Context: an optimization exercise on an open-source flow, tuned for small area, a short achievable clock period and few clock cycles per item. The choices shown serve that exercise and are no tape-out recipe. The RTL was checked by simulation tests, not by an equivalence proof against the original design. Power is estimated from default activity; no workload was simulated.

==> inputs of job 8787 <==
==> flow/design.v (excerpt) <==
module max_two_disjoint_rect_sum #(
    parameter int MAX_ROWS  = mtdr_pkg::DEF_MAX_ROWS,
    parameter int MAX_COLS  = mtdr_pkg::DEF_MAX_COLS,
    parameter int CELL_BITS = mtdr_pkg::DEF_CELL_BITS
) (
    input  logic                               i_clk,
    input  logic                               i_rst_n,
    input  logic                               i_in_valid,
    output logic                               o_in_ready,
    input  logic signed [CELL_BITS-1:0]        i_in_cell_value,
    input  logic                               i_in_last_cell,
    output logic                               o_out_valid,
    input  logic                               i_out_ready,
    output logic signed [mtdr_pkg::OUT_W-1:0]  o_out_best_sum,
    output logic                               o_out_no_pair,
    input  logic                               i_cfg_valid,
    output logic                               o_cfg_ready,
    input  logic [mtdr_pkg::CFG_IDX_W-1:0]     i_cfg_index,
    input  logic [mtdr_pkg::CFG_DATA_W-1:0]    i_cfg_data
);
    localparam int SW = 19;    
    localparam int KW = 22;    
    localparam int PW = 23;    
    function automatic logic [2:0] clamp_m1(input logic [3:0] n);
        if (n == 4'd0)  clamp_m1 = 3'd0;
        else if (n[3])  clamp_m1 = 3'd7;
        else            clamp_m1 = n[2:0] - 3'd1;
    endfunction
  ...
clock: 10.0 ns
lec_check: 0
abc_area: 1
cap_margin: 20
core_margin: 2
core_utilization: 40
setup_slack_margin: 5
slew_margin: 20
run.sh (not shown) runs the stock make flow with config.mk's settings and CLKGATE_MAP_FILE= SYNTH_SCRIPT=/design/flow/synth_recipe.tcl, a recipe that flattens the netlist after the stock synthesis.
==> inputs of job 7144, as changes to job 8787 <==
--- a/flow/design.v
+++ b/flow/design.v
@@ -298,44 +298,34 @@
             end else begin
                 k_n  = k + 3'd1;
                 v_n  = dir ? st_v - 3'd1 : st_v + 3'd1;
                 vh_n = dir ? {1'b0, st_vh[7:1]} : {st_vh[6:0], 1'b0};
             end
         end
     end
-    logic n1_top, p2_top, nm1_zero, ge12, ge21, ge1r, ge2r;
-    always_comb begin
-        ge12     = eslot ? (s_cm1[1] >= p2c) : (s_cm1[0] >= p2c);
-        ge21     = eslot ? (p2c >= s_cm1[1]) : (p2c >= s_cm1[0]);
-        ge1r     = eslot ? (s_cm1[1] >= p2rs) : (s_cm1[0] >= p2rs);
-        ge2r     = (p2c >= p2rs);
-        n1_top   = (~p2v | ge12) & (~(p2v & p2fin) | ge1r);
-        p2_top   = (~rdy1 | ge21) & (~p2fin | ge2r);
-        nm1_zero = (~rdy1 | n1c == 3'd0) & (~p2v | p2c == 3'd0) & (~(p2v & p2fin) | p2rs == 3'd0);
-    end
     logic stn_last, stn_act1, stn_act2, stn_rowc, stn_fstart, stn_first1, stn_last1, stn_first2;
     logic [2:0] cv_n;
     always_comb begin
         cv_n = dir ? st_v - 3'd1 : st_v + 3'd1;
         if (start) begin
-            stn_last   = nm1_zero;
+            stn_last   = (nm1 == 3'd0);
             stn_rowc   = take2 & p2fin & (p2rm1 != 3'd0);
             stn_fstart = take2 & p2fin;
             if (dir) begin       
                 stn_act1   = take1;
                 stn_act2   = take2;
                 stn_first1 = 1'b1;
                 stn_last1  = (n1c == 3'd0);
                 stn_first2 = 1'b1;
             end else begin       
-                stn_act1   = rdy1 & n1_top;
-                stn_act2   = p2v & p2_top;
-                stn_first1 = n1_top;
-                stn_last1  = nm1_zero;
-                stn_first2 = p2_top;
+                stn_act1   = take1 & (nm1 <= n1c);
+                stn_act2   = take2 & (nm1 <= p2c);
+                stn_first1 = (nm1 == n1c);
+                stn_last1  = (nm1 == 3'd0);
+                stn_first2 = (nm1 == p2c);
             end
         end else begin
             stn_last   = busy & ~st_last & (k + 3'd1 == mm1);
             stn_rowc   = busy & ~st_last & fin & (k + 3'd1 < r2rm1);
             stn_fstart = 1'b0;
             stn_act1   = busy & ~st_last & has1 & (cv_n <= c1m1);
             stn_act2   = busy & ~st_last & has2 & (cv_n <= c2m1);
@@ -433,20 +423,19 @@
     logic [7:0][7:0][SW-1:0] cs;      
     logic [7:0][SW-1:0]      old_v, new_v, p_ov;
     logic [15:0]             p_x;
     logic [7:0]              p_vh;
     logic                    p_act1, p_act2, p_first1, p_last1, p_first2, p_rowc, p_fstart, p_flast;
     logic                    p_fin, p_dir, p_fresh, p_fvalid;
     logic [2:0]              p_r1, p_r2, p_v, p_q;
-    logic [7:0]              p_fresh_lane;     
     logic                    byp;
     assign byp = p_act1 & |(p_vh & st_vh);
     always_comb begin
         for (int a = 0; a < 8; a++)
-            new_v[a] = (p_fresh_lane[a] ? {SW{1'b0}} : p_ov[a]) + {{(SW-16){p_x[15]}}, p_x};
+            new_v[a] = ((p_r1 == a[2:0]) ? {SW{1'b0}} : p_ov[a]) + {{(SW-16){p_x[15]}}, p_x};
     end
     always_comb begin
         for (int a = 0; a < 8; a++) begin
             old_v[a] = '0;
             for (int c = 0; c < 8; c++) old_v[a] = old_v[a] | (cs[a][c] & {SW{st_vh[c]}});
             if (byp) old_v[a] = new_v[a];
         end
@@ -466,15 +455,14 @@
         p_last1  <= a_last1;
         p_first2 <= a_first2;
         p_fin    <= fin;
         p_dir    <= dir;
         p_fresh  <= (r1 <= 3'd1);
         p_fvalid <= (r2rm1 != 3'd0);
         p_r1     <= r1;
-        for (int a = 0; a < 8; a++) p_fresh_lane[a] <= (r1 == a[2:0]);
         p_r2     <= r2;
         p_v      <= v;
         p_q      <= k + 3'd1;
     end
     always_ff @(posedge i_clk) begin
         for (int a = 0; a < 8; a++) begin
             for (int c = 0; c < 8; c++) begin
Settings changed: ABC_AREA 1 to default, CORE_UTILIZATION 40 to 55.
==> run notes <==
Outcome: job 7144 no timing/DRC/antenna violations; job 8787 no timing/DRC/antenna violations
Buffer share of cell area: job 7144 1.09%; job 8787 0.939%
Simple logic cell fraction of the synthesized area: job 7144 8.06%; job 8787 13.1%
Power per cell area: job 7144 270 nW/µm²; job 8787 279 nW/µm²
Met2 GRT Util: job 7144 52.1%; job 8787 37.2%
Initial antenna violation count: job 7144 49; job 8787 34
Leading cell type in the layout, fill and taps excluded: job 7144 sky130_fd_sc_hd__edfxtp_1; job 8787 sky130_fd_sc_hd__nand2_1
Final Worst Setup Slack: job 7144 5.21 ns; job 8787 5.74 ns
Fraction of area in clock buffers and inverters: job 7144 7.42%; job 8787 7.20%
Share of the final layout cell area in multi-input gates: job 7144 33.2%; job 8787 31.6%
Final period demand of the worst path: job 7144 4.79 ns; job 8787 4.26 ns
Effective utilization at floorplan: job 7144 55.4%; job 8787 40.2%
Setup crit end: job 7144 st_vh[4]$_DFFE_PP_; job 8787 e_candc[16]$_DFF_P_
Number of global-route vias before repair: job 7144 109376; job 8787 115103
Largest fanout of any net on the critical path: job 7144 36; job 8787 31
Post-placement worst setup slack: job 7144 4.72 ns; job 8787 5.92 ns
Sequential cell area fraction in the yosys report: job 7144 60.1%; job 8787 59.4%
Clock buf count: job 7144 578; job 8787 583
Final instance area: job 7144 188000 µm²; job 8787 192000 µm²
Number of iterations in the first detailed-routing pass: job 7144 9; job 8787 6
Worst endpoint required time: job 7144 10.67 ns; job 8787 10.93 ns
Worst stage delay on the critical path: job 7144 0.86 ns; job 8787 0.57 ns
Fill cell instance count of the final layout: job 7144 23314; job 8787 39533
Total buffers and inverters traversed by the critical path: job 7144 3; job 8787 2
Average footprint of a synthesized cell: job 7144 12.7 µm²; job 8787 10.4 µm²
Testbench counts of job 8787, summed over its fixed seeds: cycles 6,136, grids 128.
Testbench counts of job 7144, summed over its fixed seeds: cycles 6,136, grids 128.

## afterwards: timing with drivers on the ports
Ports are ideal in the flow. The routed layouts listed here were re-timed in OpenROAD.
Step 1: set_driving_cell puts a clkbuf_16 on i_clk and a buf_2 on each other input, an assumption about the parent block.
Step 2, shift: input delay + t, output delay - t, t = (earliest + latest rising clock arrival at the registers) / 2. This alone moves slack from input paths to output paths.
Three values: no drivers, after step 1, after step 2; two values: the first two.
run	shift t [ns]	slack for setup (ns)	worst setup path at the end	clock arrival spread, ns	worst slew at a driven data input, ns
job 8787	1.080	5.737 / 5.737 / 5.737	register to register	0.094 / 0.095	0.04
job 7144	1.057	5.206 / 5.206 / 5.206	register to register	0.072 / 0.072	0.08
After both steps setup and hold are still met in every run listed.
